From an optimization exercise on the open Yosys and OpenROAD flow, aimed at small area; shortcuts taken in it are not production practice. In this exercise RTL edits were held to simulation tests only and were not proved equivalent to the original. The clock port is modelled as an ideal driver; clocking choices that lean on that would not hold on a real chip. Power figures rest on the tool's default switching activity, not on a simulated workload.

==> flow/design.v (excerpt) <==
module trsq_bus_fabric (
  input  logic        clk,
  input  logic        reset_n,
  input  logic [7:0]  cpu_addr,
  input  logic [7:0]  cpu_wdata,
  output logic [7:0]  cpu_rdata,
  input  logic        cpu_wr_en,
  input  logic        cpu_rd_en,
  output logic        cpu_stall,
  input  logic [7:0]  cpu_status,
  output logic [7:0]  slv_addr,
  output logic [7:0]  slv_wdata,
  output logic [2:0]  slv_wr_en,
  output logic [2:0]  slv_rd_en,
  input  logic [23:0] slv_rdata,
  input  logic [2:0]  slv_ready,
  output logic        bus_err_irq
);
Settings: LEC_CHECK=0, CAP_MARGIN=5, CORE_MARGIN=2, CORE_UTILIZATION=65, CTS_BUF_LIST=sky130_fd_sc_hd__clkbuf_8, CTS_CLUSTER_DIAMETER=50, CTS_CLUSTER_SIZE=14, SETUP_SLACK_MARGIN=0.1, SLEW_MARGIN=5, SYNTH_HIERARCHICAL=1; clock period 6.0 ns.
run.sh (not shown) runs the stock make flow with config.mk's settings and CLKGATE_MAP_FILE= SYNTH_SCRIPT=/design/flow/synth_recipe.tcl, a recipe that flattens the netlist after the stock synthesis.
The starting point ran to the end with no violations.
Edit:
Settings changed: GPL_TIMING_DRIVEN set to 0.
Effect:
- synthesized area stays the same
- power hardly moves
- routed wire length grows by 2.6%
- global-route usage grows by 0.67 points
- worst setup slack loses 0.020 ns
Edit:
Settings changed: CAP_MARGIN 5 to 20, GPL_TIMING_DRIVEN 0 to not set, SETUP_SLACK_MARGIN 0.1 to 0.3, SLEW_MARGIN 5 to 20.
The changed run completed with no timing, DRC or antenna violations.
Hold slack is worse by 0.0070 ns.
Global-route usage went down by 0.68 points.
Routed wire length went down by 2.6%.
Sequential cell count is unchanged.
Register-to-register slack is better by 0.05 ns.


Another version of the RTL of trsq_bus_fabric (not shown whole).
Size: roughly 3200 cells after synthesis, ~1000 flip-flops, roughly 37000 µm² of cells after synthesis.
==> flow/config.mk <==
export PLATFORM = sky130hd
export DESIGN_NAME = trsq_bus_fabric
export DESIGN_NICKNAME = trsq_bus_fabric
export VERILOG_FILES = /design/flow/design.v
export SDC_FILE = /design/flow/constraint.sdc
export NUM_CORES = 4
export LEC_CHECK = 0
export CAP_MARGIN = 5
export CORE_MARGIN = 2
export CORE_UTILIZATION = 65
export CTS_BUF_LIST = sky130_fd_sc_hd__clkbuf_8
export CTS_CLUSTER_DIAMETER = 50
export CTS_CLUSTER_SIZE = 14
export SETUP_SLACK_MARGIN = 0.1
export SLEW_MARGIN = 5
export SYNTH_HIERARCHICAL = 1
==> flow/constraint.sdc <==
create_clock -name core_clock -period 6.0 [get_ports {clk}]
set_input_delay 1.2000 -clock core_clock [delete_from_list [all_inputs] [get_ports {clk}]]
set_output_delay 1.2000 -clock core_clock [all_outputs]
set_load 0.01 [all_outputs]
standard.sh (not shown) runs the stock make flow with config.mk's settings and CLKGATE_MAP_FILE= SYNTH_SCRIPT=/design/flow/synth_recipe.tcl, a recipe that flattens the netlist after the stock synthesis.
==> flow/flow/run.sh <==
#!/bin/bash
# Layout flow: the standard flow (standard synthesis unchanged) with three changes:
#  - port buffers use the smallest buffer cell (every port still gets its buffer);
#  - clock tree synthesis without dummy loads, clustered leaf buffers of clkbuf_8;
#  - after clock tree synthesis, cells with slack to spare are downsized (flow/recover.tcl).
# The full output of the flow goes to standard.log; ORFS keeps each step's log under orfs/logs.
set -o pipefail
export BUFFER_PORTS_ARGS="-buffer_cell sky130_fd_sc_hd__buf_1"
export CTS_ARGS="-sink_clustering_enable -repair_clock_nets -sink_clustering_size 18 -sink_clustering_max_diameter 60 -buf_list sky130_fd_sc_hd__clkbuf_8 -dont_use_dummy_load"
export POST_CTS_TCL="$PWD/flow/recover.tcl"
bash standard.sh finish > standard.log 2>&1
==> flow/flow/recover.tcl <==
# Area recovery after clock tree synthesis: downsize cells that have timing slack to
# spare (keeping a setup margin), then legalise the placement again.
estimate_parasitics -placement
report_design_area
repair_timing -recover_power 100 -setup_margin 0.15 -match_cell_footprint -verbose
detailed_placement
check_placement -verbose
report_design_area
Rerun with:
--- a/flow/flow/run.sh
+++ b/flow/flow/run.sh
@@ -9 +9 @@
-export CTS_ARGS="-sink_clustering_enable -repair_clock_nets -sink_clustering_size 18 -sink_clustering_max_diameter 60 -buf_list sky130_fd_sc_hd__clkbuf_8 -dont_use_dummy_load"
+export CTS_ARGS="-sink_clustering_enable -repair_clock_nets -sink_clustering_size 16 -sink_clustering_max_diameter 55 -buf_list sky130_fd_sc_hd__clkbuf_8 -dont_use_dummy_load"
The changed run completed without violations.
Final area rose slightly.
Total power rose slightly.
Wire length stays flat.
Rerun with:
--- a/flow/flow/recover.tcl
+++ b/flow/flow/recover.tcl
@@ -5 +5 @@
-repair_timing -recover_power 100 -setup_margin 0.15 -match_cell_footprint -verbose
+repair_timing -recover_power 100 -setup_margin 0.12 -match_cell_footprint -verbose
What happened: Routed wire length stays the same. Non-clock buffer count is unchanged. Combinational power stays flat. Final area does not change.
Rerun with:
--- a/flow/flow/recover.tcl
+++ b/flow/flow/recover.tcl
@@ -5 +5 @@
-repair_timing -recover_power 100 -setup_margin 0.12 -match_cell_footprint -verbose
+repair_timing -recover_power 100 -setup_margin 0.15 -match_cell_footprint -verbose
Settings changed: GPL_TIMING_DRIVEN set to 0.
- Now the flow finished but fails on negative setup slack
- area after synthesis is unchanged
- global-route usage came out higher by 0.51 points
- flip-flop and latch count does not change
Rerun with:
--- a/flow/flow/run.sh
+++ b/flow/flow/run.sh
@@ -5 +5,2 @@
-#  - after clock tree synthesis, cells with slack to spare are downsized (flow/recover.tcl).
+#  - after clock tree synthesis and after global routing, cells with slack to spare are
+#    downsized (flow/recover.tcl, flow/recover_grt.tcl).
@@ -10,0 +12 @@
+export POST_GLOBAL_ROUTE_TCL="$PWD/flow/recover_grt.tcl"
==> flow/flow/recover_grt.tcl (new file) <==
# Area recovery after global routing (with global-route parasitics): downsize cells that
# keep a setup margin, repair any slew or capacitance the downsizing broke, legalise,
# reroute the changed nets and rewrite the route guides.
global_route -start_incremental
estimate_parasitics -global_routing
report_design_area
repair_timing -recover_power 100 -setup_margin 0.15 -match_cell_footprint -verbose
repair_design -slew_margin 5 -cap_margin 5 -match_cell_footprint -verbose
detailed_placement
check_placement -verbose
global_route -end_incremental
estimate_parasitics -global_routing
report_worst_slack -max
report_design_area
write_guides $::env(RESULTS_DIR)/route.guide
Settings changed: GPL_TIMING_DRIVEN 0 to unset.
Outcome: The new run went through all stages and came out clean. Non-clock buffer count grows by 40. Count of clock-buffer cells in the layout is unchanged. Worst setup slack improved by 160 ps. Routed wire length came out lower by a few percent. Cell area is lower by a few percent. Clock skew goes up by 6.4 ps.


The RTL this note starts from:
==> flow/design.v <==
module trsq_bus_fabric (
  input  logic        clk,
  input  logic        reset_n,
  input  logic [7:0]  cpu_addr,
  input  logic [7:0]  cpu_wdata,
  output logic [7:0]  cpu_rdata,
  input  logic        cpu_wr_en,
  input  logic        cpu_rd_en,
  output logic        cpu_stall,
  input  logic [7:0]  cpu_status,
  output logic [7:0]  slv_addr,
  output logic [7:0]  slv_wdata,
  output logic [2:0]  slv_wr_en,
  output logic [2:0]  slv_rd_en,
  input  logic [23:0] slv_rdata,
  input  logic [2:0]  slv_ready,
  output logic        bus_err_irq
);
  logic access;
  assign access = cpu_wr_en | cpu_rd_en;
  logic       ram_sel, slv_any, err_sel, faddr_sel, unmapped;
  logic [2:0] slv_sel;
  assign ram_sel    = ~cpu_addr[7];
  assign slv_sel[0] = cpu_addr[7:2] == 6'b100000;
  assign slv_sel[1] = cpu_addr[7:2] == 6'b100001;
  assign slv_sel[2] = cpu_addr[7:2] == 6'b100100;
  assign slv_any    = |slv_sel;
  assign err_sel    = cpu_addr == 8'hFF;
  assign faddr_sel  = cpu_addr == 8'hFE;
  assign unmapped   = cpu_addr[7] & ~slv_any & ~err_sel & ~faddr_sel;
  assign slv_addr  = cpu_addr;
  assign slv_wdata = cpu_wdata;
  assign slv_wr_en = slv_sel & {3{cpu_wr_en}};
  assign slv_rd_en = slv_sel & {3{cpu_rd_en & ~cpu_wr_en}};
  logic [3:0] wcnt_q;
  logic       pend, abort;
  assign pend      = access & |(slv_sel & ~slv_ready);
  assign abort     = pend & (&wcnt_q);
  assign cpu_stall = pend & ~(&wcnt_q) & reset_n;
  always_ff @(posedge clk or negedge reset_n) begin
    if (!reset_n)                wcnt_q <= 4'd0;
    else if (pend && !(&wcnt_q)) wcnt_q <= wcnt_q + 4'd1;
    else                         wcnt_q <= 4'd0;
  end
  logic       unm_flag_q, to_flag_q, irq_q, fault_ev, err_clr;
  logic [3:0] ecnt_q, ecnt_b;
  logic [7:0] faddr_q;
  assign fault_ev = (access & unmapped) | abort;
  assign err_clr  = cpu_wr_en & err_sel;
  assign ecnt_b   = err_clr ? 4'd0 : ecnt_q;
  always_ff @(posedge clk or negedge reset_n) begin
    if (!reset_n) begin
      unm_flag_q <= 1'b0;
      to_flag_q  <= 1'b0;
      ecnt_q     <= 4'd0;
      faddr_q    <= 8'd0;
      irq_q      <= 1'b0;
    end else begin
      unm_flag_q <= (access & unmapped) | (unm_flag_q & ~err_clr);
      to_flag_q  <= abort | (to_flag_q & ~err_clr);
      ecnt_q     <= (fault_ev && ecnt_b != 4'hF) ? ecnt_b + 4'd1 : ecnt_b;
      if (fault_ev) faddr_q <= cpu_addr;
      irq_q      <= unm_flag_q | to_flag_q;
    end
  end
  assign bus_err_irq = irq_q;
  logic          wr_ram;
  logic [15:0]   col_n;      
  logic [7:0]    grp_n;      
  logic [7:0]    wgrp;       
  logic [127:0]  we, we_n;   
  logic [1023:0] mem_q, mem_d;
  assign wr_ram = cpu_wr_en & ~cpu_addr[7];
  for (genvar i = 0; i < 16; i++) begin : g_col
    assign col_n[i] = cpu_addr[3:0] != 4'(i);
  end
  for (genvar g = 0; g < 8; g++) begin : g_grp
    assign grp_n[g] = cpu_addr[6:4] != 3'(g);
    assign wgrp[g]  = wr_ram & ~grp_n[g];
  end
  for (genvar w = 0; w < 128; w++) begin : g_word
    if (w == 0) begin : g_status
      assign we[w]   = 1'b0;
      assign we_n[w] = 1'b1;
      assign mem_d[7:0] = cpu_status;
    end else begin : g_rw
      assign we_n[w] = ~(wgrp[w/16] & ~col_n[w%16]);
      assign we[w]   = ~we_n[w];
      for (genvar b = 0; b < 8; b++) begin : g_bit
        fab_hold u_hold (.q(mem_q[8*w+b]), .hold(we_n[w]), .d(cpu_wdata[b]), .load(we[w]),
                         .y(mem_d[8*w+b]));
      end
    end
  end
  always_ff @(posedge clk) mem_q <= mem_d;
  logic [7:0] ram_rd_n;
  for (genvar b = 0; b < 8; b++) begin : g_rbit
    logic [7:0] v;
    for (genvar g = 0; g < 8; g++) begin : g_rgrp
      logic [7:0] p;
      logic [3:0] z;
      for (genvar i = 0; i < 8; i++) begin : g_pair
        fab_rd2 u_rd2 (.d0(mem_q[8*(16*g+2*i)+b]), .s0n(col_n[2*i]),
                       .d1(mem_q[8*(16*g+2*i+1)+b]), .s1n(col_n[2*i+1]), .y(p[i]));
      end
      for (genvar i = 0; i < 4; i++) begin : g_nor
        fab_nor2 u_nor2 (.a(p[2*i]), .b(p[2*i+1]), .y(z[i]));
      end
      fab_nand4 u_nand4 (.a(z[0]), .b(z[1]), .c(z[2]), .d(z[3]), .y(v[g]));
    end
    assign ram_rd_n[b] = |(v & ~grp_n);
  end
  logic [7:0] slv_mux;
  always_comb begin
    slv_mux = '0;
    for (int i = 0; i < 3; i++) if (slv_sel[i]) slv_mux = slv_rdata[8*i +: 8];
  end
  always_comb begin
    cpu_rdata = '0;
    if (ram_sel)        cpu_rdata = ~ram_rd_n;
    else if (slv_any)   cpu_rdata = slv_mux | {8{abort}};
    else if (err_sel)   cpu_rdata = {ecnt_q, 2'b00, to_flag_q, unm_flag_q};
    else if (faddr_sel) cpu_rdata = faddr_q;
  end
endmodule
module fab_hold (input logic q, hold, d, load, output logic y);
  assign y = (q & hold) | (d & load);
endmodule
module fab_rd2 (input logic d0, s0n, d1, s1n, output logic y);
  assign y = ~((d0 | s0n) & (d1 | s1n));
endmodule
module fab_nor2 (input logic a, b, output logic y);
  assign y = ~(a | b);
endmodule
module fab_nand4 (input logic a, b, c, d, output logic y);
  assign y = ~(a & b & c & d);
endmodule
==> flow/config.mk <==
export PLATFORM = sky130hd
export DESIGN_NAME = trsq_bus_fabric
export DESIGN_NICKNAME = trsq_bus_fabric
export VERILOG_FILES = /design/flow/design.v
export SDC_FILE = /design/flow/constraint.sdc
export NUM_CORES = 4
export LEC_CHECK = 0
export CAP_MARGIN = 5
export CORE_MARGIN = 2
export CORE_UTILIZATION = 72
export CTS_BUF_LIST = sky130_fd_sc_hd__clkbuf_8
export CTS_CLUSTER_DIAMETER = 50
export CTS_CLUSTER_SIZE = 14
export SETUP_SLACK_MARGIN = 0.1
export SLEW_MARGIN = 5
export SYNTH_HIERARCHICAL = 1
==> flow/constraint.sdc <==
create_clock -name core_clock -period 6.0 [get_ports {clk}]
set_input_delay 1.2000 -clock core_clock [delete_from_list [all_inputs] [get_ports {clk}]]
set_output_delay 1.2000 -clock core_clock [all_outputs]
set_load 0.01 [all_outputs]
==> flow/flow/run.sh <==
#!/bin/bash
# Layout flow: the standard flow (standard synthesis unchanged) with two changes:
#  - port buffers use the smallest buffer cell (every port still gets its buffer);
#  - clock tree synthesis without dummy loads, clustered leaf buffers of clkbuf_8.
# The full output of the flow goes to standard.log; ORFS keeps each step's log under orfs/logs.
set -o pipefail
export BUFFER_PORTS_ARGS="-buffer_cell sky130_fd_sc_hd__buf_1"
export CTS_ARGS="-sink_clustering_enable -repair_clock_nets -sink_clustering_size 14 -sink_clustering_max_diameter 50 -buf_list sky130_fd_sc_hd__clkbuf_8 -dont_use_dummy_load"
bash standard.sh finish > standard.log 2>&1
The starting point finished with timing, DRC and antenna clean.
==> next run, changes <==
--- a/flow/flow/run.sh
+++ b/flow/flow/run.sh
@@ -7,3 +7,3 @@
 export BUFFER_PORTS_ARGS="-buffer_cell sky130_fd_sc_hd__buf_1"
-export CTS_ARGS="-sink_clustering_enable -repair_clock_nets -sink_clustering_size 14 -sink_clustering_max_diameter 50 -buf_list sky130_fd_sc_hd__clkbuf_8 -dont_use_dummy_load"
+export CTS_ARGS="-sink_clustering_enable -repair_clock_nets -sink_clustering_size 16 -sink_clustering_max_diameter 55 -buf_list sky130_fd_sc_hd__clkbuf_8 -dont_use_dummy_load"
 bash standard.sh finish > standard.log 2>&1
- CORE_UTILIZATION: 72 -> 65
What happened: Count of clock-buffer cells in the layout goes down by 11; worst setup slack loses 0.098 ns; wire length goes up by 2.0%; synthesized cell count does not change.
==> next run, changes <==
--- a/flow/flow/run.sh
+++ b/flow/flow/run.sh
@@ -7,3 +7,3 @@
 export BUFFER_PORTS_ARGS="-buffer_cell sky130_fd_sc_hd__buf_1"
-export CTS_ARGS="-sink_clustering_enable -repair_clock_nets -sink_clustering_size 16 -sink_clustering_max_diameter 55 -buf_list sky130_fd_sc_hd__clkbuf_8 -dont_use_dummy_load"
+export CTS_ARGS="-sink_clustering_enable -repair_clock_nets -sink_clustering_size 14 -sink_clustering_max_diameter 50 -buf_list sky130_fd_sc_hd__clkbuf_8 -dont_use_dummy_load"
 bash standard.sh finish > standard.log 2>&1
What happened: Synthesized area stays the same; total power rises by 2.1%; non-clock buffer count does not change; clock-buffer cell count rises by 14; cell count stays flat; register-to-register slack barely changes; worst setup slack gets better by 0.018 ns; via count stays flat; die area stays the same.


Another version of the RTL of trsq_bus_fabric (not shown whole).
Size: roughly 3,200 cells after synthesis, ~87 I/O pins, roughly 37,000 sq um of cells after synthesis.
export LEC_CHECK = 0
export CAP_MARGIN = 5
export CORE_MARGIN = 2
export CORE_UTILIZATION = 65
export CTS_BUF_LIST = sky130_fd_sc_hd__clkbuf_8
export CTS_CLUSTER_DIAMETER = 50
export CTS_CLUSTER_SIZE = 14
export SETUP_SLACK_MARGIN = 0.1
export SLEW_MARGIN = 5
export SYNTH_HIERARCHICAL = 1
create_clock -name core_clock -period 6.0 [get_ports {clk}]
==> flow/flow/run.sh <==
#!/bin/bash
# Layout flow: the standard flow (standard synthesis unchanged) with three changes:
#  - port buffers use the smallest buffer cell (every port still gets its buffer);
#  - clock tree synthesis without dummy loads, clustered leaf buffers of clkbuf_8;
#  - after clock tree synthesis, cells with slack to spare are downsized (flow/recover.tcl).
# The full output of the flow goes to standard.log; ORFS keeps each step's log under orfs/logs.
set -o pipefail
export BUFFER_PORTS_ARGS="-buffer_cell sky130_fd_sc_hd__buf_1"
export CTS_ARGS="-sink_clustering_enable -repair_clock_nets -sink_clustering_size 16 -sink_clustering_max_diameter 55 -buf_list sky130_fd_sc_hd__clkbuf_8 -dont_use_dummy_load"
export POST_CTS_TCL="$PWD/flow/recover.tcl"
bash standard.sh finish > standard.log 2>&1
==> flow/flow/recover.tcl <==
# Area recovery after clock tree synthesis: downsize cells that have timing slack to
# spare (keeping a setup margin), then legalise the placement again.
estimate_parasitics -placement
report_design_area
repair_timing -recover_power 100 -setup_margin 0.15 -match_cell_footprint -verbose
detailed_placement
check_placement -verbose
report_design_area
The starting point completed with no timing, DRC or antenna violations.
Edit:
==> flow/flow/run.sh (replaced) <==
#!/bin/bash
# Layout flow: the standard flow (standard synthesis unchanged) with two changes:
#  - port buffers use the smallest buffer cell (every port still gets its buffer);
#  - clock tree synthesis without dummy loads, clustered leaf buffers of clkbuf_8.
# The full output of the flow goes to standard.log; ORFS keeps each step's log under orfs/logs.
set -o pipefail
export BUFFER_PORTS_ARGS="-buffer_cell sky130_fd_sc_hd__buf_1"
export CTS_ARGS="-sink_clustering_enable -repair_clock_nets -sink_clustering_size 16 -sink_clustering_max_diameter 55 -buf_list sky130_fd_sc_hd__clkbuf_8 -dont_use_dummy_load"
bash standard.sh finish > standard.log 2>&1
removed: flow/flow/recover.tcl
What happened: The changed run completed with no timing, DRC or antenna violations; die area does not change; sequential share of layout area fell by 0.16 points; critical path depth rose by 8; worst setup slack is worse by 0.032 ns; synthesized cell count does not change; total power barely changes; core utilization rose by 0.23 points; worst hold slack hardly moves; clock skew stays flat.

-- re-timing with driven ports --
How much do the figures lean on ideal ports? The routed layouts below were timed once more, with nothing changed but the port constraints. Step 1 (the two cells are an assumption about what drives the block):
set clk [get_ports {clk}]
set_driving_cell -lib_cell sky130_fd_sc_hd__clkbuf_16 $clk
set_driving_cell -lib_cell sky130_fd_sc_hd__buf_2 [delete_from_list [all_inputs] $clk]
Step 2 times the ports against the registers' clock, not the clock port: input delays grow and output delays shrink by t, the midpoint of the rising clock arrivals with the driver on. Slacks: ideal ports / drivers / drivers and shift; pairs: ideal ports / drivers.
run | shift t [ns] | setup WS [ns] | slew at the worst register clock pin (ns) | cell pins on the clock port's net
the first run of note 1 | 0.791 | 0.110 / 0.089 / 0.089 | 0.10 / 0.10 | 1
the second run of note 1 | 0.792 | 0.090 / 0.067 / 0.067 | 0.10 / 0.10 | 1
the third run of note 1 | 0.790 | 0.259 / 0.228 / 0.228 | 0.09 / 0.09 | 1
the first run of note 2 | 0.745 | 0.113 / 0.092 / 0.092 | 0.12 / 0.12 | 1
the second run of note 2 | 0.739 | 0.135 / 0.113 / 0.113 | 0.11 / 0.11 | 1
the third run of note 2 | 0.739 | 0.135 / 0.113 / 0.113 | 0.11 / 0.11 | 1
the fourth run of note 2 | 0.738 | -0.016 / -0.210 / -0.210 | 0.10 / 0.10 | 1
the fifth run of note 2 | 0.739 | 0.145 / 0.123 / 0.123 | 0.11 / 0.11 | 1
the first run of note 3 | 0.750 | 0.166 / 0.145 / 0.145 | 0.10 / 0.10 | 1
the second run of note 3 | 0.742 | 0.068 / 0.044 / 0.044 | 0.11 / 0.11 | 1
the third run of note 3 | 0.756 | 0.086 / 0.062 / 0.062 | 0.10 / 0.10 | 1
the first run of note 4 | 0.750 | 0.171 / 0.148 / 0.148 | 0.10 / 0.10 | 1
the second run of note 4 | 0.747 | 0.139 / 0.063 / 0.063 | 0.11 / 0.11 | 1
The setup slack of the fourth run of note 2, which loses most, moves by -0.194 ns with the drivers and by -0.194 ns with both steps.
